This design comes from an exercise in tuning for small area and a short achievable clock period on the open sky130 flow, not from production work.
Only simulation tests tie the RTL to the original design; equivalence was not proved.

`design.v`:
```
package sfp_pkg;
    localparam int COL_DEF   = 8;
    localparam int BW_DEF    = 8;
    localparam int SHIFT_DEF = 7;
    localparam int DEPTH_DEF = 16;
endpackage
import sfp_pkg::*;
module sfp_sum_fifo
#(
    parameter  int W     = 23,
    parameter  int DEPTH = DEPTH_DEF,
    localparam int AW    = $clog2(DEPTH),
    localparam int CW    = AW + 1
) (
    input  logic          clk,
    input  logic          reset,
    input  logic          push,       
    input  logic          pop_loc,    
    input  logic          pop_ext,    
    input  logic [W-1:0]  din_a,
    input  logic [W-1:0]  din_b,
    output logic [W-1:0]  loc_head,   
    output logic [W-1:0]  ext_head,   
    output logic          loc_empty,
    output logic          ext_valid,
    output logic          ready,      
    output logic [CW-1:0] loc_cnt,
    output logic [CW-1:0] ext_cnt
);
    logic [W-1:0]     mem [DEPTH];
    logic [AW-1:0]    wr_ptr;
    logic [AW-1:0]    loc_rd;
    logic [DEPTH-1:0] ext_rd_oh;
    logic             ext_pop_ok;
    logic [CW-1:0]    loc_cnt_nx;
    logic [CW-1:0]    ext_cnt_nx;
    logic [W-1:0]     stg_a;
    logic [W-1:0]     stg_b;
    logic [AW-1:0]    stg_ptr;
    logic             stg_v;
    logic             stg_loc;    
    logic             stg_ext;    
    logic [W-1:0]     stg_sum;
    logic [W-1:0]     ext_mem;
    assign loc_empty  = (loc_cnt == '0);
    assign ext_valid  = (ext_cnt != '0);
    assign ready      = !loc_cnt[CW-1] && !ext_cnt[CW-1];
    assign ext_pop_ok = pop_ext && ext_valid;
    assign loc_cnt_nx = loc_cnt + CW'(push) - CW'(pop_loc);
    assign ext_cnt_nx = ext_cnt + CW'(push) - CW'(ext_pop_ok);
    sfp_cpa u_cpa (.a(stg_a), .b(stg_b), .s(stg_sum));
    always_comb begin
        ext_mem = '0;
        for (int e = 0; e < DEPTH; e++)
            ext_mem = ext_mem | (mem[e] & {W{ext_rd_oh[e] & ext_valid}});
    end
    assign loc_head = stg_loc ? stg_sum : mem[loc_rd];
    assign ext_head = (stg_sum & {W{stg_ext}}) | (ext_mem & {W{!stg_ext}});
    always_ff @(posedge clk) begin
        stg_a   <= din_a;
        stg_b   <= din_b;
        stg_ptr <= wr_ptr;
        if (stg_v) mem[stg_ptr] <= stg_sum;
    end
    always_ff @(posedge clk or negedge reset) begin
        if (!reset) begin
            wr_ptr    <= '0;
            loc_rd    <= '0;
            ext_rd_oh <= DEPTH'(1);
            loc_cnt   <= '0;
            ext_cnt   <= '0;
            stg_v     <= 1'b0;
            stg_loc   <= 1'b0;
            stg_ext   <= 1'b0;
        end else begin
            if (push)       wr_ptr    <= wr_ptr + AW'(1);
            if (pop_loc)    loc_rd    <= loc_rd + AW'(1);
            if (ext_pop_ok) ext_rd_oh <= {ext_rd_oh[DEPTH-2:0], ext_rd_oh[DEPTH-1]};
            loc_cnt <= loc_cnt_nx;
            ext_cnt <= ext_cnt_nx;
            stg_v   <= push;
            stg_loc <= push && (loc_cnt_nx == CW'(1));
            stg_ext <= push && (ext_cnt_nx == CW'(1));
        end
    end
endmodule
module sfp_cpa (
    input  logic [22:0] a,
    input  logic [22:0] b,
    output logic [22:0] s
);
    assign s = a + b;
endmodule
import sfp_pkg::*;
module sfp_row_norm
#(
    parameter  int COL     = COL_DEF,
    parameter  int BW      = BW_DEF,
    parameter  int BW_PSUM = 2 * BW + 4,
    parameter  int SHIFT   = SHIFT_DEF,
    parameter  int DEPTH   = DEPTH_DEF,
    localparam int SUM_W   = BW_PSUM + $clog2(COL),
    localparam int CW      = $clog2(DEPTH) + 1
) (
    input  logic                   clk,
    input  logic                   reset,
    input  logic                   acc,
    input  logic                   div,
    input  logic                   sign_mode,
    input  logic [COL*BW_PSUM-1:0] sfp_in,
    input  logic [SUM_W-1:0]       sum_in,
    input  logic                   sum_in_valid,
    input  logic                   ext_rd,
    output logic [SUM_W-1:0]       sum_out,
    output logic                   sum_out_valid,
    output logic                   acc_ready,
    output logic [COL*BW_PSUM-1:0] sfp_out,
    output logic                   out_valid,
    output logic                   dz_flag,
    output logic                   div_err,
    output logic                   ovf,
    output logic [CW-1:0]          loc_cnt,
    output logic [CW-1:0]          ext_cnt
);
    logic [19:0] mag [8];
    logic [22:0] cs_a, cs_b;
    logic [22:0] loc_head;
    logic        loc_empty;
    logic        acc_rdy;
    logic        push;
    logic        div_ok;
    logic [16:0] d_sum;
    for (genvar i = 0; i < 8; i++) begin : g_mag
        sfp_lane_mag u_mag (.x(sfp_in[i*20 +: 20]), .mag(mag[i]));
    end
    sfp_row_csa u_csa (
        .m0(mag[0]), .m1(mag[1]), .m2(mag[2]), .m3(mag[3]),
        .m4(mag[4]), .m5(mag[5]), .m6(mag[6]), .m7(mag[7]),
        .sum_a(cs_a), .sum_b(cs_b)
    );
    assign div_ok = div && !loc_empty && sum_in_valid;
    assign push   = acc && acc_rdy;
    sfp_div_sum u_dsum (.h(loc_head[22:7]), .s(sum_in[22:7]), .d(d_sum));
    sfp_sum_fifo u_fifo (
        .clk      (clk),
        .reset    (reset),
        .push     (push),
        .pop_loc  (div_ok),
        .pop_ext  (ext_rd),
        .din_a    (cs_a),
        .din_b    (cs_b),
        .loc_head (loc_head),
        .ext_head (sum_out),
        .loc_empty(loc_empty),
        .ext_valid(sum_out_valid),
        .ready    (acc_rdy),
        .loc_cnt  (loc_cnt),
        .ext_cnt  (ext_cnt)
    );
    logic div_err_r, ovf_r;
    always_ff @(posedge clk or negedge reset) begin
        if (!reset) begin
            div_err_r <= 1'b0;
            ovf_r     <= 1'b0;
        end else begin
            div_err_r <= div && !div_ok;
            if (acc && !acc_rdy) ovf_r <= 1'b1;
        end
    end
    assign acc_ready = acc_rdy;
    assign div_err   = div_err_r;
    assign ovf       = ovf_r;
    logic [2:0] vld;
    always_ff @(posedge clk or negedge reset) begin
        if (!reset) vld <= '0;
        else        vld <= {vld[1:0], div_ok};
    end
    assign out_valid = vld[2];
    logic [16:0] d0;
    logic [19:0] a0 [8];
    logic [7:0]  ng0;
    always_ff @(posedge clk) begin
        d0 <= d_sum;
        for (int i = 0; i < 8; i++) begin
            a0[i]  <= mag[i];
            ng0[i] <= sign_mode & sfp_in[i*20+19];
        end
    end
    logic [16:0] hz0;
    logic [19:7] qs0 [8];
    logic [12:0] rn0 [8];
    sfp_div_hz u_hz0 (.d(d0), .hz(hz0));
    for (genvar i = 0; i < 8; i++) begin : g_div0
        sfp_div_rows_19_7 u_rows (.d(d0), .hz(hz0), .a(a0[i][19:0]), .r_out(rn0[i]), .q(qs0[i]));
    end
    logic [16:0] d1;
    logic [19:0] a1 [8];    
    logic [19:7] q1 [8];    
    logic [12:0] r1 [8];
    logic [7:0]  ng1;
    always_ff @(posedge clk) begin
        d1  <= d0;
        ng1 <= ng0;
        for (int i = 0; i < 8; i++) begin
            a1[i] <= a0[i];
            q1[i] <= qs0[i];
            r1[i] <= rn0[i];
        end
    end
    logic [16:0] hz1;
    logic [6:0] qs1 [8];
    sfp_div_hz u_hz1 (.d(d1), .hz(hz1));
    for (genvar i = 0; i < 8; i++) begin : g_div1
        sfp_div_rows_6_0 u_rows (.d(d1), .hz(hz1), .a(a1[i][6:0]), .r_in(r1[i]), .q(qs1[i]));
    end
    logic        dz;
    logic [19:0] qf [8];
    always_comb begin
        dz = ~|d1;
        for (int i = 0; i < 8; i++)
            qf[i] = dz ? {1'b0, {19{(|r1[i] | |a1[i][6:0])}}} : {q1[i][19:7], qs1[i]};
    end
    logic [19:0] qo [8];
    logic [7:0]  ngo;
    logic        dz_r;
    always_ff @(posedge clk) begin
        dz_r <= dz;
        ngo  <= ng1;
        for (int i = 0; i < 8; i++) qo[i] <= qf[i];
    end
    for (genvar i = 0; i < 8; i++) begin : g_sign
        sfp_res_sign u_sign (.q(qo[i]), .neg(ngo[i]), .y(sfp_out[i*20 +: 20]));
    end
    assign dz_flag = dz_r;
endmodule
module sfp_lane_mag (
    input  logic [19:0] x,
    output logic [19:0] mag
);
    wire lo_l0_1 = x[1] | x[0];
    wire lo_l0_3 = x[3] | x[2];
    wire lo_l0_5 = x[5] | x[4];
    wire lo_l0_7 = x[7] | x[6];
    wire lo_l0_9 = x[9] | x[8];
    wire lo_l0_11 = x[11] | x[10];
    wire lo_l0_13 = x[13] | x[12];
    wire lo_l0_15 = x[15] | x[14];
    wire lo_l0_17 = x[17] | x[16];
    wire lo_l0_19 = x[19] | x[18];
    wire lo_l1_2 = x[2] | lo_l0_1;
    wire lo_l1_3 = lo_l0_3 | lo_l0_1;
    wire lo_l1_6 = x[6] | lo_l0_5;
    wire lo_l1_7 = lo_l0_7 | lo_l0_5;
    wire lo_l1_10 = x[10] | lo_l0_9;
    wire lo_l1_11 = lo_l0_11 | lo_l0_9;
    wire lo_l1_14 = x[14] | lo_l0_13;
    wire lo_l1_15 = lo_l0_15 | lo_l0_13;
    wire lo_l1_18 = x[18] | lo_l0_17;
    wire lo_l1_19 = lo_l0_19 | lo_l0_17;
    wire lo_l2_4 = x[4] | lo_l1_3;
    wire lo_l2_5 = lo_l0_5 | lo_l1_3;
    wire lo_l2_6 = lo_l1_6 | lo_l1_3;
    wire lo_l2_7 = lo_l1_7 | lo_l1_3;
    wire lo_l2_12 = x[12] | lo_l1_11;
    wire lo_l2_13 = lo_l0_13 | lo_l1_11;
    wire lo_l2_14 = lo_l1_14 | lo_l1_11;
    wire lo_l2_15 = lo_l1_15 | lo_l1_11;
    wire lo_l3_8 = x[8] | lo_l2_7;
    wire lo_l3_9 = lo_l0_9 | lo_l2_7;
    wire lo_l3_10 = lo_l1_10 | lo_l2_7;
    wire lo_l3_11 = lo_l1_11 | lo_l2_7;
    wire lo_l3_12 = lo_l2_12 | lo_l2_7;
    wire lo_l3_13 = lo_l2_13 | lo_l2_7;
    wire lo_l3_14 = lo_l2_14 | lo_l2_7;
    wire lo_l3_15 = lo_l2_15 | lo_l2_7;
    wire lo_l4_16 = x[16] | lo_l3_15;
    wire lo_l4_17 = lo_l0_17 | lo_l3_15;
    wire lo_l4_18 = lo_l1_18 | lo_l3_15;
    wire lo_l4_19 = lo_l1_19 | lo_l3_15;
    wire [19:0] lo = {lo_l4_18, lo_l4_17, lo_l4_16, lo_l3_15, lo_l3_14, lo_l3_13, lo_l3_12, lo_l3_11, lo_l3_10, lo_l3_9, lo_l3_8, lo_l2_7, lo_l2_6, lo_l2_5, lo_l2_4, lo_l1_3, lo_l1_2, lo_l0_1, x[0], 1'b0};
    assign mag = x ^ ({20{x[19]}} & lo);
endmodule
module sfp_row_csa (
    input  logic [19:0] m0, m1, m2, m3, m4, m5, m6, m7,
    output logic [22:0] sum_a,
    output logic [22:0] sum_b
);
    wire s0 = m0[0] ^ m1[0] ^ m2[0];
    wire c0 = (m0[0] & m1[0]) | (m0[0] & m2[0]) | (m1[0] & m2[0]);
    wire s1 = m0[1] ^ m1[1] ^ m2[1];
    wire c1 = (m0[1] & m1[1]) | (m0[1] & m2[1]) | (m1[1] & m2[1]);
    wire s2 = m3[1] ^ m4[1];
    wire c2 = m3[1] & m4[1];
    wire s3 = m0[2] ^ m1[2] ^ m2[2];
    wire c3 = (m0[2] & m1[2]) | (m0[2] & m2[2]) | (m1[2] & m2[2]);
    wire s4 = m3[2] ^ m4[2] ^ m5[2];
    wire c4 = (m3[2] & m4[2]) | (m3[2] & m5[2]) | (m4[2] & m5[2]);
    wire s5 = m0[3] ^ m1[3] ^ m2[3];
    wire c5 = (m0[3] & m1[3]) | (m0[3] & m2[3]) | (m1[3] & m2[3]);
    wire s6 = m3[3] ^ m4[3] ^ m5[3];
    wire c6 = (m3[3] & m4[3]) | (m3[3] & m5[3]) | (m4[3] & m5[3]);
    wire s7 = m0[4] ^ m1[4] ^ m2[4];
    wire c7 = (m0[4] & m1[4]) | (m0[4] & m2[4]) | (m1[4] & m2[4]);
    wire s8 = m3[4] ^ m4[4] ^ m5[4];
    wire c8 = (m3[4] & m4[4]) | (m3[4] & m5[4]) | (m4[4] & m5[4]);
    wire s9 = m0[5] ^ m1[5] ^ m2[5];
    wire c9 = (m0[5] & m1[5]) | (m0[5] & m2[5]) | (m1[5] & m2[5]);
    wire s10 = m3[5] ^ m4[5] ^ m5[5];
    wire c10 = (m3[5] & m4[5]) | (m3[5] & m5[5]) | (m4[5] & m5[5]);
    wire s11 = m0[6] ^ m1[6] ^ m2[6];
    wire c11 = (m0[6] & m1[6]) | (m0[6] & m2[6]) | (m1[6] & m2[6]);
    wire s12 = m3[6] ^ m4[6] ^ m5[6];
    wire c12 = (m3[6] & m4[6]) | (m3[6] & m5[6]) | (m4[6] & m5[6]);
    wire s13 = m0[7] ^ m1[7] ^ m2[7];
    wire c13 = (m0[7] & m1[7]) | (m0[7] & m2[7]) | (m1[7] & m2[7]);
    wire s14 = m3[7] ^ m4[7] ^ m5[7];
    wire c14 = (m3[7] & m4[7]) | (m3[7] & m5[7]) | (m4[7] & m5[7]);
    wire s15 = m0[8] ^ m1[8] ^ m2[8];
    wire c15 = (m0[8] & m1[8]) | (m0[8] & m2[8]) | (m1[8] & m2[8]);
    wire s16 = m3[8] ^ m4[8] ^ m5[8];
    wire c16 = (m3[8] & m4[8]) | (m3[8] & m5[8]) | (m4[8] & m5[8]);
    wire s17 = m0[9] ^ m1[9] ^ m2[9];
    wire c17 = (m0[9] & m1[9]) | (m0[9] & m2[9]) | (m1[9] & m2[9]);
    wire s18 = m3[9] ^ m4[9] ^ m5[9];
    wire c18 = (m3[9] & m4[9]) | (m3[9] & m5[9]) | (m4[9] & m5[9]);
    wire s19 = m0[10] ^ m1[10] ^ m2[10];
    wire c19 = (m0[10] & m1[10]) | (m0[10] & m2[10]) | (m1[10] & m2[10]);
    wire s20 = m3[10] ^ m4[10] ^ m5[10];
    wire c20 = (m3[10] & m4[10]) | (m3[10] & m5[10]) | (m4[10] & m5[10]);
    wire s21 = m0[11] ^ m1[11] ^ m2[11];
    wire c21 = (m0[11] & m1[11]) | (m0[11] & m2[11]) | (m1[11] & m2[11]);
    wire s22 = m3[11] ^ m4[11] ^ m5[11];
    wire c22 = (m3[11] & m4[11]) | (m3[11] & m5[11]) | (m4[11] & m5[11]);
    wire s23 = m0[12] ^ m1[12] ^ m2[12];
    wire c23 = (m0[12] & m1[12]) | (m0[12] & m2[12]) | (m1[12] & m2[12]);
    wire s24 = m3[12] ^ m4[12] ^ m5[12];
    wire c24 = (m3[12] & m4[12]) | (m3[12] & m5[12]) | (m4[12] & m5[12]);
    wire s25 = m0[13] ^ m1[13] ^ m2[13];
    wire c25 = (m0[13] & m1[13]) | (m0[13] & m2[13]) | (m1[13] & m2[13]);
    wire s26 = m3[13] ^ m4[13] ^ m5[13];
    wire c26 = (m3[13] & m4[13]) | (m3[13] & m5[13]) | (m4[13] & m5[13]);
    wire s27 = m0[14] ^ m1[14] ^ m2[14];
    wire c27 = (m0[14] & m1[14]) | (m0[14] & m2[14]) | (m1[14] & m2[14]);
    wire s28 = m3[14] ^ m4[14] ^ m5[14];
    wire c28 = (m3[14] & m4[14]) | (m3[14] & m5[14]) | (m4[14] & m5[14]);
    wire s29 = m0[15] ^ m1[15] ^ m2[15];
    wire c29 = (m0[15] & m1[15]) | (m0[15] & m2[15]) | (m1[15] & m2[15]);
    wire s30 = m3[15] ^ m4[15] ^ m5[15];
    wire c30 = (m3[15] & m4[15]) | (m3[15] & m5[15]) | (m4[15] & m5[15]);
    wire s31 = m0[16] ^ m1[16] ^ m2[16];
    wire c31 = (m0[16] & m1[16]) | (m0[16] & m2[16]) | (m1[16] & m2[16]);
    wire s32 = m3[16] ^ m4[16] ^ m5[16];
    wire c32 = (m3[16] & m4[16]) | (m3[16] & m5[16]) | (m4[16] & m5[16]);
    wire s33 = m0[17] ^ m1[17] ^ m2[17];
    wire c33 = (m0[17] & m1[17]) | (m0[17] & m2[17]) | (m1[17] & m2[17]);
    wire s34 = m3[17] ^ m4[17] ^ m5[17];
    wire c34 = (m3[17] & m4[17]) | (m3[17] & m5[17]) | (m4[17] & m5[17]);
    wire s35 = m0[18] ^ m1[18] ^ m2[18];
    wire c35 = (m0[18] & m1[18]) | (m0[18] & m2[18]) | (m1[18] & m2[18]);
    wire s36 = m3[18] ^ m4[18] ^ m5[18];
    wire c36 = (m3[18] & m4[18]) | (m3[18] & m5[18]) | (m4[18] & m5[18]);
    wire s37 = m0[19] ^ m1[19] ^ m2[19];
    wire c37 = (m0[19] & m1[19]) | (m0[19] & m2[19]) | (m1[19] & m2[19]);
    wire s38 = m3[19] ^ m4[19] ^ m5[19];
    wire c38 = (m3[19] & m4[19]) | (m3[19] & m5[19]) | (m4[19] & m5[19]);
    wire s39 = s0 ^ m3[0] ^ m4[0];
    wire c39 = (s0 & m3[0]) | (s0 & m4[0]) | (m3[0] & m4[0]);
    wire s40 = c0 ^ s1 ^ s2;
    wire c40 = (c0 & s1) | (c0 & s2) | (s1 & s2);
    wire s41 = m5[1] ^ m6[1];
    wire c41 = m5[1] & m6[1];
    wire s42 = c1 ^ c2 ^ s3;
    wire c42 = (c1 & c2) | (c1 & s3) | (c2 & s3);
    wire s43 = s4 ^ m6[2] ^ m7[2];
    wire c43 = (s4 & m6[2]) | (s4 & m7[2]) | (m6[2] & m7[2]);
    wire s44 = c3 ^ c4 ^ s5;
    wire c44 = (c3 & c4) | (c3 & s5) | (c4 & s5);
    wire s45 = s6 ^ m6[3] ^ m7[3];
    wire c45 = (s6 & m6[3]) | (s6 & m7[3]) | (m6[3] & m7[3]);
    wire s46 = c5 ^ c6 ^ s7;
    wire c46 = (c5 & c6) | (c5 & s7) | (c6 & s7);
    wire s47 = s8 ^ m6[4] ^ m7[4];
    wire c47 = (s8 & m6[4]) | (s8 & m7[4]) | (m6[4] & m7[4]);
    wire s48 = c7 ^ c8 ^ s9;
    wire c48 = (c7 & c8) | (c7 & s9) | (c8 & s9);
    wire s49 = s10 ^ m6[5] ^ m7[5];
    wire c49 = (s10 & m6[5]) | (s10 & m7[5]) | (m6[5] & m7[5]);
    wire s50 = c9 ^ c10 ^ s11;
    wire c50 = (c9 & c10) | (c9 & s11) | (c10 & s11);
    wire s51 = s12 ^ m6[6] ^ m7[6];
    wire c51 = (s12 & m6[6]) | (s12 & m7[6]) | (m6[6] & m7[6]);
    wire s52 = c11 ^ c12 ^ s13;
    wire c52 = (c11 & c12) | (c11 & s13) | (c12 & s13);
    wire s53 = s14 ^ m6[7] ^ m7[7];
    wire c53 = (s14 & m6[7]) | (s14 & m7[7]) | (m6[7] & m7[7]);
    wire s54 = c13 ^ c14 ^ s15;
    wire c54 = (c13 & c14) | (c13 & s15) | (c14 & s15);
    wire s55 = s16 ^ m6[8] ^ m7[8];
    wire c55 = (s16 & m6[8]) | (s16 & m7[8]) | (m6[8] & m7[8]);
    wire s56 = c15 ^ c16 ^ s17;
    wire c56 = (c15 & c16) | (c15 & s17) | (c16 & s17);
    wire s57 = s18 ^ m6[9] ^ m7[9];
    wire c57 = (s18 & m6[9]) | (s18 & m7[9]) | (m6[9] & m7[9]);
    wire s58 = c17 ^ c18 ^ s19;
    wire c58 = (c17 & c18) | (c17 & s19) | (c18 & s19);
    wire s59 = s20 ^ m6[10] ^ m7[10];
    wire c59 = (s20 & m6[10]) | (s20 & m7[10]) | (m6[10] & m7[10]);
    wire s60 = c19 ^ c20 ^ s21;
    wire c60 = (c19 & c20) | (c19 & s21) | (c20 & s21);
    wire s61 = s22 ^ m6[11] ^ m7[11];
    wire c61 = (s22 & m6[11]) | (s22 & m7[11]) | (m6[11] & m7[11]);
    wire s62 = c21 ^ c22 ^ s23;
    wire c62 = (c21 & c22) | (c21 & s23) | (c22 & s23);
    wire s63 = s24 ^ m6[12] ^ m7[12];
    wire c63 = (s24 & m6[12]) | (s24 & m7[12]) | (m6[12] & m7[12]);
    wire s64 = c23 ^ c24 ^ s25;
    wire c64 = (c23 & c24) | (c23 & s25) | (c24 & s25);
    wire s65 = s26 ^ m6[13] ^ m7[13];
    wire c65 = (s26 & m6[13]) | (s26 & m7[13]) | (m6[13] & m7[13]);
    wire s66 = c25 ^ c26 ^ s27;
    wire c66 = (c25 & c26) | (c25 & s27) | (c26 & s27);
    wire s67 = s28 ^ m6[14] ^ m7[14];
    wire c67 = (s28 & m6[14]) | (s28 & m7[14]) | (m6[14] & m7[14]);
    wire s68 = c27 ^ c28 ^ s29;
    wire c68 = (c27 & c28) | (c27 & s29) | (c28 & s29);
    wire s69 = s30 ^ m6[15] ^ m7[15];
    wire c69 = (s30 & m6[15]) | (s30 & m7[15]) | (m6[15] & m7[15]);
    wire s70 = c29 ^ c30 ^ s31;
    wire c70 = (c29 & c30) | (c29 & s31) | (c30 & s31);
    wire s71 = s32 ^ m6[16] ^ m7[16];
    wire c71 = (s32 & m6[16]) | (s32 & m7[16]) | (m6[16] & m7[16]);
    wire s72 = c31 ^ c32 ^ s33;
    wire c72 = (c31 & c32) | (c31 & s33) | (c32 & s33);
    wire s73 = s34 ^ m6[17] ^ m7[17];
    wire c73 = (s34 & m6[17]) | (s34 & m7[17]) | (m6[17] & m7[17]);
    wire s74 = c33 ^ c34 ^ s35;
    wire c74 = (c33 & c34) | (c33 & s35) | (c34 & s35);
    wire s75 = s36 ^ m6[18] ^ m7[18];
    wire c75 = (s36 & m6[18]) | (s36 & m7[18]) | (m6[18] & m7[18]);
    wire s76 = c35 ^ c36 ^ s37;
    wire c76 = (c35 & c36) | (c35 & s37) | (c36 & s37);
    wire s77 = s38 ^ m6[19] ^ m7[19];
    wire c77 = (s38 & m6[19]) | (s38 & m7[19]) | (m6[19] & m7[19]);
    wire s78 = s39 ^ m5[0];
    wire c78 = s39 & m5[0];
    wire s79 = c39 ^ s40 ^ s41;
    wire c79 = (c39 & s40) | (c39 & s41) | (s40 & s41);
    wire s80 = c40 ^ c41 ^ s42;
    wire c80 = (c40 & c41) | (c40 & s42) | (c41 & s42);
    wire s81 = c42 ^ c43 ^ s44;
    wire c81 = (c42 & c43) | (c42 & s44) | (c43 & s44);
    wire s82 = c44 ^ c45 ^ s46;
    wire c82 = (c44 & c45) | (c44 & s46) | (c45 & s46);
    wire s83 = c46 ^ c47 ^ s48;
    wire c83 = (c46 & c47) | (c46 & s48) | (c47 & s48);
    wire s84 = c48 ^ c49 ^ s50;
    wire c84 = (c48 & c49) | (c48 & s50) | (c49 & s50);
    wire s85 = c50 ^ c51 ^ s52;
    wire c85 = (c50 & c51) | (c50 & s52) | (c51 & s52);
    wire s86 = c52 ^ c53 ^ s54;
    wire c86 = (c52 & c53) | (c52 & s54) | (c53 & s54);
    wire s87 = c54 ^ c55 ^ s56;
    wire c87 = (c54 & c55) | (c54 & s56) | (c55 & s56);
    wire s88 = c56 ^ c57 ^ s58;
    wire c88 = (c56 & c57) | (c56 & s58) | (c57 & s58);
    wire s89 = c58 ^ c59 ^ s60;
    wire c89 = (c58 & c59) | (c58 & s60) | (c59 & s60);
    wire s90 = c60 ^ c61 ^ s62;
    wire c90 = (c60 & c61) | (c60 & s62) | (c61 & s62);
    wire s91 = c62 ^ c63 ^ s64;
    wire c91 = (c62 & c63) | (c62 & s64) | (c63 & s64);
    wire s92 = c64 ^ c65 ^ s66;
    wire c92 = (c64 & c65) | (c64 & s66) | (c65 & s66);
    wire s93 = c66 ^ c67 ^ s68;
    wire c93 = (c66 & c67) | (c66 & s68) | (c67 & s68);
    wire s94 = c68 ^ c69 ^ s70;
    wire c94 = (c68 & c69) | (c68 & s70) | (c69 & s70);
    wire s95 = c70 ^ c71 ^ s72;
    wire c95 = (c70 & c71) | (c70 & s72) | (c71 & s72);
    wire s96 = c72 ^ c73 ^ s74;
    wire c96 = (c72 & c73) | (c72 & s74) | (c73 & s74);
    wire s97 = c74 ^ c75 ^ s76;
    wire c97 = (c74 & c75) | (c74 & s76) | (c75 & s76);
    wire s98 = c76 ^ c77 ^ c37;
    wire c98 = (c76 & c77) | (c76 & c37) | (c77 & c37);
    wire s99 = s78 ^ m6[0];
    wire c99 = s78 & m6[0];
    wire s100 = c78 ^ s79 ^ m7[1];
    wire c100 = (c78 & s79) | (c78 & m7[1]) | (s79 & m7[1]);
    wire s101 = c79 ^ s80 ^ s43;
    wire c101 = (c79 & s80) | (c79 & s43) | (s80 & s43);
    wire s102 = c80 ^ s81 ^ s45;
    wire c102 = (c80 & s81) | (c80 & s45) | (s81 & s45);
    wire s103 = c81 ^ s82 ^ s47;
    wire c103 = (c81 & s82) | (c81 & s47) | (s82 & s47);
    wire s104 = c82 ^ s83 ^ s49;
    wire c104 = (c82 & s83) | (c82 & s49) | (s83 & s49);
    wire s105 = c83 ^ s84 ^ s51;
    wire c105 = (c83 & s84) | (c83 & s51) | (s84 & s51);
    wire s106 = c84 ^ s85 ^ s53;
    wire c106 = (c84 & s85) | (c84 & s53) | (s85 & s53);
    wire s107 = c85 ^ s86 ^ s55;
    wire c107 = (c85 & s86) | (c85 & s55) | (s86 & s55);
    wire s108 = c86 ^ s87 ^ s57;
    wire c108 = (c86 & s87) | (c86 & s57) | (s87 & s57);
    wire s109 = c87 ^ s88 ^ s59;
    wire c109 = (c87 & s88) | (c87 & s59) | (s88 & s59);
    wire s110 = c88 ^ s89 ^ s61;
    wire c110 = (c88 & s89) | (c88 & s61) | (s89 & s61);
    wire s111 = c89 ^ s90 ^ s63;
    wire c111 = (c89 & s90) | (c89 & s63) | (s90 & s63);
    wire s112 = c90 ^ s91 ^ s65;
    wire c112 = (c90 & s91) | (c90 & s65) | (s91 & s65);
    wire s113 = c91 ^ s92 ^ s67;
    wire c113 = (c91 & s92) | (c91 & s67) | (s92 & s67);
    wire s114 = c92 ^ s93 ^ s69;
    wire c114 = (c92 & s93) | (c92 & s69) | (s93 & s69);
    wire s115 = c93 ^ s94 ^ s71;
    wire c115 = (c93 & s94) | (c93 & s71) | (s94 & s71);
    wire s116 = c94 ^ s95 ^ s73;
    wire c116 = (c94 & s95) | (c94 & s73) | (s95 & s73);
    wire s117 = c95 ^ s96 ^ s75;
    wire c117 = (c95 & s96) | (c95 & s75) | (s96 & s75);
    wire s118 = c96 ^ s97 ^ s77;
    wire c118 = (c96 & s97) | (c96 & s77) | (s97 & s77);
    wire s119 = c97 ^ s98 ^ c38;
    wire c119 = (c97 & s98) | (c97 & c38) | (s98 & c38);
    assign sum_a = {1'b0, c119, c118, c117, c116, c115, c114, c113, c112, c111, c110, c109, c108, c107, c106, c105, c104, c103, c102, c101, c100, c99, s99};
    assign sum_b = {1'b0, c98, s119, s118, s117, s116, s115, s114, s113, s112, s111, s110, s109, s108, s107, s106, s105, s104, s103, s102, s101, s100, m7[0]};
endmodule
module sfp_div_hz (
    input  logic [16:0] d,
    output logic [16:0] hz
);
    wire [16:0] dr = {d[0], d[1], d[2], d[3], d[4], d[5], d[6], d[7], d[8], d[9], d[10], d[11], d[12], d[13], d[14], d[15], d[16]};
    wire hzo_l0_1 = dr[1] | dr[0];
    wire hzo_l0_3 = dr[3] | dr[2];
    wire hzo_l0_5 = dr[5] | dr[4];
    wire hzo_l0_7 = dr[7] | dr[6];
    wire hzo_l0_9 = dr[9] | dr[8];
    wire hzo_l0_11 = dr[11] | dr[10];
    wire hzo_l0_13 = dr[13] | dr[12];
    wire hzo_l0_15 = dr[15] | dr[14];
    wire hzo_l1_2 = dr[2] | hzo_l0_1;
    wire hzo_l1_3 = hzo_l0_3 | hzo_l0_1;
    wire hzo_l1_6 = dr[6] | hzo_l0_5;
    wire hzo_l1_7 = hzo_l0_7 | hzo_l0_5;
    wire hzo_l1_10 = dr[10] | hzo_l0_9;
    wire hzo_l1_11 = hzo_l0_11 | hzo_l0_9;
    wire hzo_l1_14 = dr[14] | hzo_l0_13;
    wire hzo_l1_15 = hzo_l0_15 | hzo_l0_13;
    wire hzo_l2_4 = dr[4] | hzo_l1_3;
    wire hzo_l2_5 = hzo_l0_5 | hzo_l1_3;
    wire hzo_l2_6 = hzo_l1_6 | hzo_l1_3;
    wire hzo_l2_7 = hzo_l1_7 | hzo_l1_3;
    wire hzo_l2_12 = dr[12] | hzo_l1_11;
    wire hzo_l2_13 = hzo_l0_13 | hzo_l1_11;
    wire hzo_l2_14 = hzo_l1_14 | hzo_l1_11;
    wire hzo_l2_15 = hzo_l1_15 | hzo_l1_11;
    wire hzo_l3_8 = dr[8] | hzo_l2_7;
    wire hzo_l3_9 = hzo_l0_9 | hzo_l2_7;
    wire hzo_l3_10 = hzo_l1_10 | hzo_l2_7;
    wire hzo_l3_11 = hzo_l1_11 | hzo_l2_7;
    wire hzo_l3_12 = hzo_l2_12 | hzo_l2_7;
    wire hzo_l3_13 = hzo_l2_13 | hzo_l2_7;
    wire hzo_l3_14 = hzo_l2_14 | hzo_l2_7;
    wire hzo_l3_15 = hzo_l2_15 | hzo_l2_7;
    wire hzo_l4_16 = dr[16] | hzo_l3_15;
    wire [16:0] hzo = {hzo_l3_15, hzo_l3_14, hzo_l3_13, hzo_l3_12, hzo_l3_11, hzo_l3_10, hzo_l3_9, hzo_l3_8, hzo_l2_7, hzo_l2_6, hzo_l2_5, hzo_l2_4, hzo_l1_3, hzo_l1_2, hzo_l0_1, dr[0], 1'b0};
    assign hz[16] = ~d[16];
    assign hz[0] = ~(hzo[16] | d[16] | d[0]);
    assign hz[1] = ~(hzo[16] | d[1]);
    assign hz[2] = ~(hzo[15] | d[2]);
    assign hz[3] = ~(hzo[14] | d[3]);
    assign hz[4] = ~(hzo[13] | d[4]);
    assign hz[5] = ~(hzo[12] | d[5]);
    assign hz[6] = ~(hzo[11] | d[6]);
    assign hz[7] = ~(hzo[10] | d[7]);
    assign hz[8] = ~(hzo[9] | d[8]);
    assign hz[9] = ~(hzo[8] | d[9]);
    assign hz[10] = ~(hzo[7] | d[10]);
    assign hz[11] = ~(hzo[6] | d[11]);
    assign hz[12] = ~(hzo[5] | d[12]);
    assign hz[13] = ~(hzo[4] | d[13]);
    assign hz[14] = ~(hzo[3] | d[14]);
    assign hz[15] = ~(hzo[2] | d[15]);
endmodule
module sfp_div_rows_19_7 (
    input  logic [16:0] d,
    input  logic [16:0] hz,
    input  logic [19:0] a,
    output logic [12:0] r_out,
    output logic [19:7] q
);
    wire [0:0] t_19 = a[19];
    wire [0:0] ds_19 = d[0:0];
    logic [1:0] b_19;
    always_comb begin
        b_19[0] = 1'b0;
        for (int k = 0; k < 1; k++)
            b_19[k+1] = (~t_19[k] & ds_19[k]) | ((~t_19[k] | ds_19[k]) & b_19[k]);
    end
    wire g_19 = ~b_19[1] & hz[1];
    assign q[19] = g_19;
    wire [0:0] r_18 = t_19[0:0] ^ ({1{g_19}} & (ds_19[0:0] ^ b_19[0:0]));
    wire [1:0] t_18 = {r_18, a[18]};
    wire [1:0] ds_18 = d[1:0];
    logic [2:0] b_18;
    always_comb begin
        b_18[0] = 1'b0;
        for (int k = 0; k < 2; k++)
            b_18[k+1] = (~t_18[k] & ds_18[k]) | ((~t_18[k] | ds_18[k]) & b_18[k]);
    end
    wire g_18 = ~b_18[2] & hz[2];
    assign q[18] = g_18;
    wire [1:0] r_17 = t_18[1:0] ^ ({2{g_18}} & (ds_18[1:0] ^ b_18[1:0]));
    wire [2:0] t_17 = {r_17, a[17]};
    wire [2:0] ds_17 = d[2:0];
    logic [3:0] b_17;
    always_comb begin
        b_17[0] = 1'b0;
        for (int k = 0; k < 3; k++)
            b_17[k+1] = (~t_17[k] & ds_17[k]) | ((~t_17[k] | ds_17[k]) & b_17[k]);
    end
    wire g_17 = ~b_17[3] & hz[3];
    assign q[17] = g_17;
    wire [2:0] r_16 = t_17[2:0] ^ ({3{g_17}} & (ds_17[2:0] ^ b_17[2:0]));
    wire [3:0] t_16 = {r_16, a[16]};
    wire [3:0] ds_16 = d[3:0];
    logic [4:0] b_16;
    always_comb begin
        b_16[0] = 1'b0;
        for (int k = 0; k < 4; k++)
            b_16[k+1] = (~t_16[k] & ds_16[k]) | ((~t_16[k] | ds_16[k]) & b_16[k]);
    end
    wire g_16 = ~b_16[4] & hz[4];
    assign q[16] = g_16;
    wire [3:0] r_15 = t_16[3:0] ^ ({4{g_16}} & (ds_16[3:0] ^ b_16[3:0]));
    wire [4:0] t_15 = {r_15, a[15]};
    wire [4:0] ds_15 = d[4:0];
    logic [5:0] b_15;
    always_comb begin
        b_15[0] = 1'b0;
        for (int k = 0; k < 5; k++)
            b_15[k+1] = (~t_15[k] & ds_15[k]) | ((~t_15[k] | ds_15[k]) & b_15[k]);
    end
    wire g_15 = ~b_15[5] & hz[5];
    assign q[15] = g_15;
    wire [4:0] r_14 = t_15[4:0] ^ ({5{g_15}} & (ds_15[4:0] ^ b_15[4:0]));
    wire [5:0] t_14 = {r_14, a[14]};
    wire [5:0] ds_14 = d[5:0];
    logic [6:0] b_14;
    always_comb begin
        b_14[0] = 1'b0;
        for (int k = 0; k < 6; k++)
            b_14[k+1] = (~t_14[k] & ds_14[k]) | ((~t_14[k] | ds_14[k]) & b_14[k]);
    end
    wire g_14 = ~b_14[6] & hz[6];
    assign q[14] = g_14;
    wire [5:0] r_13 = t_14[5:0] ^ ({6{g_14}} & (ds_14[5:0] ^ b_14[5:0]));
    wire [6:0] t_13 = {r_13, a[13]};
    wire [6:0] ds_13 = d[6:0];
    logic [7:0] b_13;
    always_comb begin
        b_13[0] = 1'b0;
        for (int k = 0; k < 7; k++)
            b_13[k+1] = (~t_13[k] & ds_13[k]) | ((~t_13[k] | ds_13[k]) & b_13[k]);
    end
    wire g_13 = ~b_13[7] & hz[7];
    assign q[13] = g_13;
    wire [6:0] r_12 = t_13[6:0] ^ ({7{g_13}} & (ds_13[6:0] ^ b_13[6:0]));
    wire [7:0] t_12 = {r_12, a[12]};
    wire [7:0] ds_12 = d[7:0];
    logic [8:0] b_12;
    always_comb begin
        b_12[0] = 1'b0;
        for (int k = 0; k < 8; k++)
            b_12[k+1] = (~t_12[k] & ds_12[k]) | ((~t_12[k] | ds_12[k]) & b_12[k]);
    end
    wire g_12 = ~b_12[8] & hz[8];
    assign q[12] = g_12;
    wire [7:0] r_11 = t_12[7:0] ^ ({8{g_12}} & (ds_12[7:0] ^ b_12[7:0]));
    wire [8:0] t_11 = {r_11, a[11]};
    wire [8:0] ds_11 = d[8:0];
    logic [9:0] b_11;
    always_comb begin
        b_11[0] = 1'b0;
        for (int k = 0; k < 9; k++)
            b_11[k+1] = (~t_11[k] & ds_11[k]) | ((~t_11[k] | ds_11[k]) & b_11[k]);
    end
    wire g_11 = ~b_11[9] & hz[9];
    assign q[11] = g_11;
    wire [8:0] r_10 = t_11[8:0] ^ ({9{g_11}} & (ds_11[8:0] ^ b_11[8:0]));
    wire [9:0] t_10 = {r_10, a[10]};
    wire [9:0] ds_10 = d[9:0];
    logic [10:0] b_10;
    always_comb begin
        b_10[0] = 1'b0;
        for (int k = 0; k < 10; k++)
            b_10[k+1] = (~t_10[k] & ds_10[k]) | ((~t_10[k] | ds_10[k]) & b_10[k]);
    end
    wire g_10 = ~b_10[10] & hz[10];
    assign q[10] = g_10;
    wire [9:0] r_9 = t_10[9:0] ^ ({10{g_10}} & (ds_10[9:0] ^ b_10[9:0]));
    wire [10:0] t_9 = {r_9, a[9]};
    wire [10:0] ds_9 = d[10:0];
    logic [11:0] b_9;
    always_comb begin
        b_9[0] = 1'b0;
        for (int k = 0; k < 11; k++)
            b_9[k+1] = (~t_9[k] & ds_9[k]) | ((~t_9[k] | ds_9[k]) & b_9[k]);
    end
    wire g_9 = ~b_9[11] & hz[11];
    assign q[9] = g_9;
    wire [10:0] r_8 = t_9[10:0] ^ ({11{g_9}} & (ds_9[10:0] ^ b_9[10:0]));
    wire [11:0] t_8 = {r_8, a[8]};
    wire [11:0] ds_8 = d[11:0];
    logic [12:0] b_8;
    always_comb begin
        b_8[0] = 1'b0;
        for (int k = 0; k < 12; k++)
            b_8[k+1] = (~t_8[k] & ds_8[k]) | ((~t_8[k] | ds_8[k]) & b_8[k]);
    end
    wire g_8 = ~b_8[12] & hz[12];
    assign q[8] = g_8;
    wire [11:0] r_7 = t_8[11:0] ^ ({12{g_8}} & (ds_8[11:0] ^ b_8[11:0]));
    wire [12:0] t_7 = {r_7, a[7]};
    wire [12:0] ds_7 = d[12:0];
    logic [13:0] b_7;
    always_comb begin
        b_7[0] = 1'b0;
        for (int k = 0; k < 13; k++)
            b_7[k+1] = (~t_7[k] & ds_7[k]) | ((~t_7[k] | ds_7[k]) & b_7[k]);
    end
    wire g_7 = ~b_7[13] & hz[13];
    assign q[7] = g_7;
    assign r_out = t_7[12:0] ^ ({13{g_7}} & (ds_7[12:0] ^ b_7[12:0]));
endmodule
module sfp_div_rows_6_0 (
    input  logic [16:0] d,
    input  logic [16:0] hz,
    input  logic [6:0] a,
    input  logic [12:0] r_in,
    output logic [6:0] q
);
    wire [13:0] t_6 = {r_in, a[6]};
    wire [13:0] ds_6 = d[13:0];
    logic [14:0] b_6;
    always_comb begin
        b_6[0] = 1'b0;
        for (int k = 0; k < 14; k++)
            b_6[k+1] = (~t_6[k] & ds_6[k]) | ((~t_6[k] | ds_6[k]) & b_6[k]);
    end
    wire g_6 = ~b_6[14] & hz[14];
    assign q[6] = g_6;
    wire [13:0] r_5 = t_6[13:0] ^ ({14{g_6}} & (ds_6[13:0] ^ b_6[13:0]));
    wire [14:0] t_5 = {r_5, a[5]};
    wire [14:0] ds_5 = d[14:0];
    logic [15:0] b_5;
    always_comb begin
        b_5[0] = 1'b0;
        for (int k = 0; k < 15; k++)
            b_5[k+1] = (~t_5[k] & ds_5[k]) | ((~t_5[k] | ds_5[k]) & b_5[k]);
    end
    wire g_5 = ~b_5[15] & hz[15];
    assign q[5] = g_5;
    wire [14:0] r_4 = t_5[14:0] ^ ({15{g_5}} & (ds_5[14:0] ^ b_5[14:0]));
    wire [15:0] t_4 = {r_4, a[4]};
    wire [15:0] ds_4 = d[15:0];
    logic [16:0] b_4;
    always_comb begin
        b_4[0] = 1'b0;
        for (int k = 0; k < 16; k++)
            b_4[k+1] = (~t_4[k] & ds_4[k]) | ((~t_4[k] | ds_4[k]) & b_4[k]);
    end
    wire g_4 = ~b_4[16] & hz[16];
    assign q[4] = g_4;
    wire [15:0] r_3 = t_4[15:0] ^ ({16{g_4}} & (ds_4[15:0] ^ b_4[15:0]));
    wire [16:0] t_3 = {r_3, a[3]};
    wire [16:0] ds_3 = 17'(d);
    logic [17:0] b_3;
    always_comb begin
        b_3[0] = 1'b0;
        for (int k = 0; k < 17; k++)
            b_3[k+1] = (~t_3[k] & ds_3[k]) | ((~t_3[k] | ds_3[k]) & b_3[k]);
    end
    wire g_3 = ~b_3[17] & 1'b1;
    assign q[3] = g_3;
    wire [16:0] r_2 = t_3[16:0] ^ ({17{g_3}} & (ds_3[16:0] ^ b_3[16:0]));
    wire [17:0] t_2 = {r_2, a[2]};
    wire [17:0] ds_2 = 18'(d);
    logic [18:0] b_2;
    always_comb begin
        b_2[0] = 1'b0;
        for (int k = 0; k < 18; k++)
            b_2[k+1] = (~t_2[k] & ds_2[k]) | ((~t_2[k] | ds_2[k]) & b_2[k]);
    end
    wire g_2 = ~b_2[18] & 1'b1;
    assign q[2] = g_2;
    wire [16:0] r_1 = t_2[16:0] ^ ({17{g_2}} & (ds_2[16:0] ^ b_2[16:0]));
    wire [17:0] t_1 = {r_1, a[1]};
    wire [17:0] ds_1 = 18'(d);
    logic [18:0] b_1;
    always_comb begin
        b_1[0] = 1'b0;
        for (int k = 0; k < 18; k++)
            b_1[k+1] = (~t_1[k] & ds_1[k]) | ((~t_1[k] | ds_1[k]) & b_1[k]);
    end
    wire g_1 = ~b_1[18] & 1'b1;
    assign q[1] = g_1;
    wire [16:0] r_0 = t_1[16:0] ^ ({17{g_1}} & (ds_1[16:0] ^ b_1[16:0]));
    wire [17:0] t_0 = {r_0, a[0]};
    wire [17:0] ds_0 = 18'(d);
    logic [18:0] b_0;
    always_comb begin
        b_0[0] = 1'b0;
        for (int k = 0; k < 18; k++)
            b_0[k+1] = (~t_0[k] & ds_0[k]) | ((~t_0[k] | ds_0[k]) & b_0[k]);
    end
    wire g_0 = ~b_0[18] & 1'b1;
    assign q[0] = g_0;
endmodule
module sfp_res_sign (
    input  logic [19:0] q,
    input  logic        neg,
    output logic [19:0] y
);
    wire po_n0 = q[1] | q[0];
    wire po_n1 = q[3] | q[2];
    wire po_n2 = q[5] | q[4];
    wire po_n3 = q[7] | q[6];
    wire po_n4 = q[9] | q[8];
    wire po_n5 = q[11] | q[10];
    wire po_n6 = q[13] | q[12];
    wire po_n7 = q[15] | q[14];
    wire po_n8 = q[17] | q[16];
    wire po_n9 = q[19] | q[18];
    wire po_n10 = po_n1 | po_n0;
    wire po_n11 = po_n3 | po_n2;
    wire po_n12 = po_n5 | po_n4;
    wire po_n13 = po_n7 | po_n6;
    wire po_n14 = po_n9 | po_n8;
    wire po_n15 = po_n11 | po_n10;
    wire po_n16 = po_n13 | po_n12;
    wire po_n17 = po_n16 | po_n15;
    wire po_n18 = po_n12 | po_n15;
    wire po_n19 = po_n14 | po_n17;
    wire po_n20 = po_n2 | po_n10;
    wire po_n21 = po_n4 | po_n15;
    wire po_n22 = po_n6 | po_n18;
    wire po_n23 = po_n8 | po_n17;
    wire po_n24 = q[2] | po_n0;
    wire po_n25 = q[4] | po_n10;
    wire po_n26 = q[6] | po_n20;
    wire po_n27 = q[8] | po_n15;
    wire po_n28 = q[10] | po_n21;
    wire po_n29 = q[12] | po_n18;
    wire po_n30 = q[14] | po_n22;
    wire po_n31 = q[16] | po_n17;
    wire po_n32 = q[18] | po_n23;
    wire [19:0] po = {po_n32, po_n23, po_n31, po_n17, po_n30, po_n22, po_n29, po_n18, po_n28, po_n21, po_n27, po_n15, po_n26, po_n20, po_n25, po_n10, po_n24, po_n0, q[0], 1'b0};
    assign y = q ^ ({20{neg}} & po);
endmodule
module sfp_div_sum (
    input  logic [15:0] h,
    input  logic [15:0] s,
    output logic [16:0] d
);
    wire dd_g0 = h[0] & s[0];
    wire dd_p0 = h[0] ^ s[0];
    wire dd_g1 = h[1] & s[1];
    wire dd_p1 = h[1] ^ s[1];
    wire dd_g2 = h[2] & s[2];
    wire dd_p2 = h[2] ^ s[2];
    wire dd_g3 = h[3] & s[3];
    wire dd_p3 = h[3] ^ s[3];
    wire dd_g4 = h[4] & s[4];
    wire dd_p4 = h[4] ^ s[4];
    wire dd_g5 = h[5] & s[5];
    wire dd_p5 = h[5] ^ s[5];
    wire dd_g6 = h[6] & s[6];
    wire dd_p6 = h[6] ^ s[6];
    wire dd_g7 = h[7] & s[7];
    wire dd_p7 = h[7] ^ s[7];
    wire dd_g8 = h[8] & s[8];
    wire dd_p8 = h[8] ^ s[8];
    wire dd_g9 = h[9] & s[9];
    wire dd_p9 = h[9] ^ s[9];
    wire dd_g10 = h[10] & s[10];
    wire dd_p10 = h[10] ^ s[10];
    wire dd_g11 = h[11] & s[11];
    wire dd_p11 = h[11] ^ s[11];
    wire dd_g12 = h[12] & s[12];
    wire dd_p12 = h[12] ^ s[12];
    wire dd_g13 = h[13] & s[13];
    wire dd_p13 = h[13] ^ s[13];
    wire dd_g14 = h[14] & s[14];
    wire dd_p14 = h[14] ^ s[14];
    wire dd_g15 = h[15] & s[15];
    wire dd_p15 = h[15] ^ s[15];
    wire dd_g16 = 1'b0 & 1'b0;
    wire dd_p16 = 1'b0 ^ 1'b0;
    wire dd_G0_1 = dd_g1 | (dd_p1 & dd_g0);
    wire dd_P0_1 = dd_p1 & dd_p0;
    wire dd_G0_3 = dd_g3 | (dd_p3 & dd_g2);
    wire dd_P0_3 = dd_p3 & dd_p2;
    wire dd_G0_5 = dd_g5 | (dd_p5 & dd_g4);
    wire dd_P0_5 = dd_p5 & dd_p4;
    wire dd_G0_7 = dd_g7 | (dd_p7 & dd_g6);
    wire dd_P0_7 = dd_p7 & dd_p6;
    wire dd_G0_9 = dd_g9 | (dd_p9 & dd_g8);
    wire dd_P0_9 = dd_p9 & dd_p8;
    wire dd_G0_11 = dd_g11 | (dd_p11 & dd_g10);
    wire dd_P0_11 = dd_p11 & dd_p10;
    wire dd_G0_13 = dd_g13 | (dd_p13 & dd_g12);
    wire dd_P0_13 = dd_p13 & dd_p12;
    wire dd_G0_15 = dd_g15 | (dd_p15 & dd_g14);
    wire dd_P0_15 = dd_p15 & dd_p14;
    wire dd_G1_2 = dd_g2 | (dd_p2 & dd_G0_1);
    wire dd_P1_2 = dd_p2 & dd_P0_1;
    wire dd_G1_3 = dd_G0_3 | (dd_P0_3 & dd_G0_1);
    wire dd_P1_3 = dd_P0_3 & dd_P0_1;
    wire dd_G1_6 = dd_g6 | (dd_p6 & dd_G0_5);
    wire dd_P1_6 = dd_p6 & dd_P0_5;
    wire dd_G1_7 = dd_G0_7 | (dd_P0_7 & dd_G0_5);
    wire dd_P1_7 = dd_P0_7 & dd_P0_5;
    wire dd_G1_10 = dd_g10 | (dd_p10 & dd_G0_9);
    wire dd_P1_10 = dd_p10 & dd_P0_9;
    wire dd_G1_11 = dd_G0_11 | (dd_P0_11 & dd_G0_9);
    wire dd_P1_11 = dd_P0_11 & dd_P0_9;
    wire dd_G1_14 = dd_g14 | (dd_p14 & dd_G0_13);
    wire dd_P1_14 = dd_p14 & dd_P0_13;
    wire dd_G1_15 = dd_G0_15 | (dd_P0_15 & dd_G0_13);
    wire dd_P1_15 = dd_P0_15 & dd_P0_13;
    wire dd_G2_4 = dd_g4 | (dd_p4 & dd_G1_3);
    wire dd_P2_4 = dd_p4 & dd_P1_3;
    wire dd_G2_5 = dd_G0_5 | (dd_P0_5 & dd_G1_3);
    wire dd_P2_5 = dd_P0_5 & dd_P1_3;
    wire dd_G2_6 = dd_G1_6 | (dd_P1_6 & dd_G1_3);
    wire dd_P2_6 = dd_P1_6 & dd_P1_3;
    wire dd_G2_7 = dd_G1_7 | (dd_P1_7 & dd_G1_3);
    wire dd_P2_7 = dd_P1_7 & dd_P1_3;
    wire dd_G2_12 = dd_g12 | (dd_p12 & dd_G1_11);
    wire dd_P2_12 = dd_p12 & dd_P1_11;
    wire dd_G2_13 = dd_G0_13 | (dd_P0_13 & dd_G1_11);
    wire dd_P2_13 = dd_P0_13 & dd_P1_11;
    wire dd_G2_14 = dd_G1_14 | (dd_P1_14 & dd_G1_11);
    wire dd_P2_14 = dd_P1_14 & dd_P1_11;
    wire dd_G2_15 = dd_G1_15 | (dd_P1_15 & dd_G1_11);
    wire dd_P2_15 = dd_P1_15 & dd_P1_11;
    wire dd_G3_8 = dd_g8 | (dd_p8 & dd_G2_7);
    wire dd_P3_8 = dd_p8 & dd_P2_7;
    wire dd_G3_9 = dd_G0_9 | (dd_P0_9 & dd_G2_7);
    wire dd_P3_9 = dd_P0_9 & dd_P2_7;
    wire dd_G3_10 = dd_G1_10 | (dd_P1_10 & dd_G2_7);
    wire dd_P3_10 = dd_P1_10 & dd_P2_7;
    wire dd_G3_11 = dd_G1_11 | (dd_P1_11 & dd_G2_7);
    wire dd_P3_11 = dd_P1_11 & dd_P2_7;
    wire dd_G3_12 = dd_G2_12 | (dd_P2_12 & dd_G2_7);
    wire dd_P3_12 = dd_P2_12 & dd_P2_7;
    wire dd_G3_13 = dd_G2_13 | (dd_P2_13 & dd_G2_7);
    wire dd_P3_13 = dd_P2_13 & dd_P2_7;
    wire dd_G3_14 = dd_G2_14 | (dd_P2_14 & dd_G2_7);
    wire dd_P3_14 = dd_P2_14 & dd_P2_7;
    wire dd_G3_15 = dd_G2_15 | (dd_P2_15 & dd_G2_7);
    wire dd_P3_15 = dd_P2_15 & dd_P2_7;
    wire dd_G4_16 = dd_g16 | (dd_p16 & dd_G3_15);
    wire dd_P4_16 = dd_p16 & dd_P3_15;
    wire [16:0] dd = {(dd_p16 ^ dd_G3_15), (dd_p15 ^ dd_G3_14), (dd_p14 ^ dd_G3_13), (dd_p13 ^ dd_G3_12), (dd_p12 ^ dd_G3_11), (dd_p11 ^ dd_G3_10), (dd_p10 ^ dd_G3_9), (dd_p9 ^ dd_G3_8), (dd_p8 ^ dd_G2_7), (dd_p7 ^ dd_G2_6), (dd_p6 ^ dd_G2_5), (dd_p5 ^ dd_G2_4), (dd_p4 ^ dd_G1_3), (dd_p3 ^ dd_G1_2), (dd_p2 ^ dd_G0_1), (dd_p1 ^ dd_g0), dd_p0};
    assign d = dd;
endmodule
```
`flow/run.sh`:
```
#!/bin/bash
# Own flow: the standard layout (standard.sh), run unchanged from synthesis
# to the final layout at the design's constraints, except that the port
# buffers the standard flow inserts are buf_2 cells (buffer_ports -buffer_cell)
# rather than the delay cells it picks by default.
set -euo pipefail
cd "$(dirname "$0")/.."
bash standard.sh synth > synth.log 2>&1
export BUFFER_PORTS_ARGS="-buffer_cell sky130_fd_sc_hd__buf_2"
bash standard.sh "BUFFER_PORTS_ARGS=${BUFFER_PORTS_ARGS}" finish > layout.log 2>&1
```
`standard.sh`:
```
#!/bin/bash
# synth_recipe.tcl (not shown) runs the flow's synth.tcl, then flattens the netlist and writes it again
# the make line also repeats each setting of config.mk as NAME=value (left out here)
make -C /OpenROAD-flow-scripts/flow DESIGN_CONFIG=/design/flow/config.mk WORK_HOME=/design/flow/orfs CLKGATE_MAP_FILE= SYNTH_SCRIPT=/design/flow/synth_recipe.tcl "${@:-finish}"
```
`config.mk`:
```
export PLATFORM = sky130hd
export DESIGN_NAME = sfp_row_norm
export DESIGN_NICKNAME = sfp_row_norm
export VERILOG_FILES = /design/flow/design.v
export SDC_FILE = /design/flow/constraint.sdc
export NUM_CORES = 4
export LEC_CHECK = 0
export ABC_AREA = 1
export CAP_MARGIN = 20
export CORE_MARGIN = 2
export CORE_UTILIZATION = 50
export CTS_CLUSTER_DIAMETER = 80
export CTS_CLUSTER_SIZE = 24
export SLEW_MARGIN = 20
export SYNTH_HIERARCHICAL = 1
```
`constraint.sdc`:
```
create_clock -name core_clock -period 75.0 [get_ports {clk}]
set_input_delay 15.0000 -clock core_clock [delete_from_list [all_inputs] [get_ports {clk}]]
set_output_delay 15.0000 -clock core_clock [all_outputs]
set_load 0.01 [all_outputs]
```
==> flow_summary.ini, run 1 <==
[floorplanning]
die_w_um = 511
die_h_um = 511
die_area_um2 = 261000
row_count = 186
start_util = 0.501
core-area_um2 = 256000
ioPinCount = 389

[finish]
drive_gt1_frac = 0.138
seq_area_um2 = 26100
final_nets = 20600
area_growth_pct = 4.32
final_cells = 23700
multiInputGateArea_um2 = 86200
fillCellCount = 26600

[global_routing]
grt_pass1_vias = 112000
grt_max_degree = 221
antenna_found_initial = 43
grt_pass1_wl_um = 648000
grt_overflow = 0
grt_usage = 0.313

[drt]
wl_met1_um = 188000
wl_um = 419000
postRouteAntennaNets = 0
wl_met3_um = 24200
routed_via_density = 5.24
vias = 124000
met2WireLength_um = 185000
drc = 0
routedWlPerCell_um = 17.7
first_pass_iters = 9
maxUsedRoutingLayer = met5
first_iter_violations = 9544

[timing]
min_period_ns = 19.15
max_slew_margin = 0.144
report.final.setup_viol = 0
finalWorstSetupSlack_ns = 55.85
fmax_ghz = 0.0522
tightest_slew_ns = 1.27
rsz0062_at_grt = no
min_period_over_period = 0.255
hold_viol = 0
skew_ns = 0.102
slew_viol_final = 0
tns_ns = 0

[min_path]
hold-path-cell-count = 0
worstHoldPathType = flip-flop to flip-flop
hp-start = ng1[4]

[cts]
cts_tree = built
ctsResizeCount = 0
cts.sink_count = 1103
cts_setup_buffers = 0
clk_latency_ns = 0.83
hold_buffers = 0
path_clk_slew_ns = 0.10
cts_buffer_depth = 3
cts_buffers = 91
root_buffer = clkbuf_16
h-tree-depth = 3

[worst_setup_path]
crit_cells = 13
crit_path_start = u_fifo.ext_cnt[2]
r2r_cells = 129
slowest_stage = buf_12
crit_chain = inv_1 -> ha_1 -> inv_1 -> nor2_2 -> nand2_8 -> buf_12 -> nand2_2 -> nor2_1 -> nor2_1 -> nand3_1 -> nor2_1 -> nor2_1 -> buf_2
start_kind = flip-flop
setup.worst_path.class = flip-flop to output pin
crit_path_end_kind = output pin
path_max_fanout = 220
critPathBufInv = 4
r2r-start = d1[0]
required_ns = 60.00
cp_top_family = simple AND/OR/NAND/NOR gates
cp.arrival_ns = 4.15
cp_common_cell = nor2_1
worst_path_largest_cell_delay_ns = 0.68

[logic_synthesis]
syn_area_um2 = 128000
syn_area_per_cell_um2 = 6.26
yosys_warnings = 26
synth_cells = 20500

[flow_run]
maxCapViolations = 0

[placed_design]
hpwl_um = 320000
port_buffers = 381
dp_cells = 23500
post-place-ws_ns = 55.85
place_congestion = 0.941

[outcome]
status = no timing/DRC/antenna violations
-- registers in the layout, summed over array words and instances (netlist names), 16 cells and up --
register          cells
r1                  104
q1                  104
u_fifo.stg_a         23
u_fifo.ext_rd_oh     16
u_fifo.mem          368
qo                  160
a1                   56
a0                  160
d0                   17
d1                   17
u_fifo.stg_b         23
-- worst paths after layout --
check,end,slack [ns]
worst max register to register,qo[2][0],59.20
worst min-delay path,ngo[4],0.28
worst max-delay path,sum_out[17],55.85
worst min register to register,ngo[4],0.28
max in group asynchronous,u_fifo.loc_rd[0],60.29
min in group asynchronous,u_fifo.wr_ptr[0],14.24
-- layout make-up --
| class | count | area share |
|---|---|---|
| multi-input combinational | 15700 | 0.643 |
| sequential | 1103 | 0.195 |
| inverter | 2816 | 0.0796 |
| tap | 3384 | 0.0316 |
| timing repair buffer | 548 | 0.0244 |
| clock buffer | 101 | 0.0176 |
| clock inverter | 68 | 0.00845 |
| antenna | 34 | 0.000635 |
-- per-layer routing --
layer  vias up  global-route usage
met1     56700               0.420
met2      3348               0.510
met5         -                   0
met3       599              0.0294
li1      63600                   -
met4         4               0.141
-- cells in the final DEF, fill, tap and decap left out, types with 112 or more instances in the layout --
master and n:
buf_4 159, inv_2 258, nand2_2 369, nand4_1 400, inv_1 2474, fa_1 123
edfxtp_1 368, xor2_1 1061, a21oi_1 119, xnor2_1 408, nand2_1 6760, nor2_1 1397
nand3_4 112, buf_2 381, dfxtp_1 663, nand3_2 859, or2_1 115, nand3_1 3032
-- metrics by stage --
stage	area, um^2	utilization	hold slack (ns)
finish	134000	0.523	0.279
global route	134000	0.523	0.300
CTS	134000	0.523	0.290
detailed placement	130000	0.509	0.312
global placement	130000	0.509	0.310
floorplan	128000	-	0.310
==> inputs of run 2 (changes only) <==
==> run.sh (new file) <==
#!/bin/bash
# synth_recipe.tcl (not shown) runs the flow's synth.tcl, then flattens the netlist and writes it again
# the make line also repeats each setting of config.mk as NAME=value (left out here)
make -C /OpenROAD-flow-scripts/flow DESIGN_CONFIG=/design/flow/config.mk WORK_HOME=/design/flow/orfs CLKGATE_MAP_FILE= SYNTH_SCRIPT=/design/flow/synth_recipe.tcl finish
removed: flow/run.sh
removed: standard.sh
==> run 2 against run 1 <==
Final area is 1.5% higher. Setup slack worse by 1.3 ns. Core utilization up 0.76 points. Wire length rose by 0.21%. Via count is essentially flat. Synthesized area unchanged. Fmax down 6.3%. Cell count about the same. Critical path depth increased by 1. Critical path type unchanged.
==> flow_summary.ini, run 2 <==
[outcome]
status = no timing/DRC/antenna violations

[timing]
max_slew_margin = 0.178
fmax_ghz = 0.0489
skew_ns = 0.0864
tns_ns = 0
min_period_ns = 20.44
report.final.setup_viol = 0
min_period_over_period = 0.273
slew_viol_final = 0
finalWorstSetupSlack_ns = 54.56
tightest_slew_ns = 1.23
hold_viol = 0
rsz0062_at_grt = no

[min_path]
hold-path-cell-count = 0
worstHoldPathType = flip-flop to flip-flop
hp-start = a0[2][6]

[worst_setup_path]
r2r-start = d1[1]
path_max_fanout = 105
cp_top_family = buffers and inverters
cp.arrival_ns = 5.44
worst_path_largest_cell_delay_ns = 0.75
crit_cells = 14
crit_chain = inv_1 -> ha_1 -> inv_1 -> nor2_2 -> nand2_8 -> buf_4 -> buf_4 -> nand3_1 -> nand2_1 -> nor2_1 -> nand3_1 -> nor2_1 -> nor2_1 -> clkdlybuf4s50_1
start_kind = flip-flop
cp_common_cell = nor2_1
crit_path_start = u_fifo.ext_cnt[2]
critPathBufInv = 5
rrSetupSlack_ns = 59.41
crit_path_end_kind = output pin
r2r_cells = 127
slowest_stage = buf_4
required_ns = 60.00
setup.worst_path.class = flip-flop to output pin

[flow_run]
maxCapViolations = 0

[finish]
final_nets = 20600
final_common_cell = nand2_1
mostFrequentLayoutCells = nand2_1 (6760), nand3_1 (3032), inv_1 (2474)
drive_gt1_frac = 0.119
area_growth_pct = 5.83
largest-register = u_fifo.mem
largest_register_ffs = 368
top_regs = u_fifo.mem x368, a0 x160, qo x160

[cts]
clk_latency_ns = 0.82
h-tree-depth = 3
cts_buffers = 90
cts_tree = built
ctsResizeCount = 0
hold_buffers = 0
root_buffer = clkbuf_16
cts_buffer_depth = 3
path_clk_slew_ns = 0.09
cts_setup_buffers = 0
cts.sink_count = 1103

[global_routing]
antenna_found_initial = 40
grt_pass1_wl_um = 645000
grt_usage = 0.313
grt_overflow = 0
grt_pass1_vias = 111000
grt_max_degree = 106

[placed_design]
port_buffers = 381
post-place-ws_ns = 55.38
place_congestion = 0.949
hpwl_um = 323000

[drt]
routed_via_density = 5.24
first_iter_violations = 10900
postRouteAntennaNets = 0
drc = 0
vias = 124000
wl_um = 420000
first_pass_iters = 9
routedWlPerCell_um = 17.7

[logic_synthesis]
yosys_warnings = 26
syn_area_um2 = 128000
synth_cells = 20500
syn_area_per_cell_um2 = 6.26

[floorplanning]
row_count = 186
ioPinCount = 389
die_w_um = 511
die_h_um = 511
die_area_um2 = 261000
core-area_um2 = 256000
start_util = 0.501
-- run 2: worst paths after layout --
check                                            to
worst min register to register             a1[2][6]
max in group asynchronous          u_fifo.loc_rd[0]
worst max-delay path                    sum_out[19]
worst max register to register             qo[2][0]
min in group asynchronous       u_fifo.ext_rd_oh[6]
worst min-delay path                       a1[2][6]
-- run 2: layout make-up --
cell class / count / area, um^2
fill: 26500 / 120000
multi-input combinational: 15700 / 86200
antenna: 29 / 72.6
clock buffer: 103 / 2360
clock inverter: 67 / 1150
timing repair buffer: 564 / 5210
inverter: 2816 / 10700
tap: 3384 / 4230
sequential: 1103 / 26100
-- run 2: worst reg2reg max path: cells and delay by family (launching register included) --
| kind | cells | cell delay [ns] |
|---|---|---|
| AND/OR/NAND/NOR | 117 | 12.50 |
| buffers and inverters | 5 | 1.25 |
| XOR/XNOR | 4 | 0.87 |
| AO/OA/AOI/OAI | 1 | 0.53 |
| flip-flops | 1 | 0.31 |
-- run 2: through the flow --
step	hold slack [ns]	util	cells	cell area [um^2]
after detailed placement	0.312	0.517	23500	132000
after global placement	0.310	0.517	23500	132000
after global routing	0.317	0.530	23700	136000
final	0.312	0.531	23700	136000
after CTS	0.317	0.530	23700	136000
after floorplan	0.310	-	20500	128000
-- run 2: routing by layer --
metal,global-route usage,share of wire
met1,0.427,0.45
met2,0.502,0.44
met3,0.0283,0.066
met4,0.134,0.046
met5,0,0.000064

-- port drivers added, routing unchanged --
Ports are ideal in the flow. The routed layouts listed here were re-timed in OpenROAD.
Step 1: set_driving_cell puts a clkbuf_16 on clk and a buf_2 on each other input, an assumption about the parent block.
Step 2 moves the port delays by t, midway between the first and last clock arrival at a register: inputs arrive t later, outputs are due t later. That takes back most of the time a late clock gives input paths.
a / b / c = ideal ports / drivers / drivers and shift; a / b = the first two.
run	shift t [ns]	setup slack, ns	worst setup path after step 2
run 1	0.883	55.850 / 55.748 / 55.753	input to register
run 2	0.899	54.558 / 54.453 / 55.300	input to register
After both steps every run listed still meets setup and hold. For run 1, which loses most, drivers alone change the setup slack by -0.102 ns; drivers and shift together by -0.097 ns.
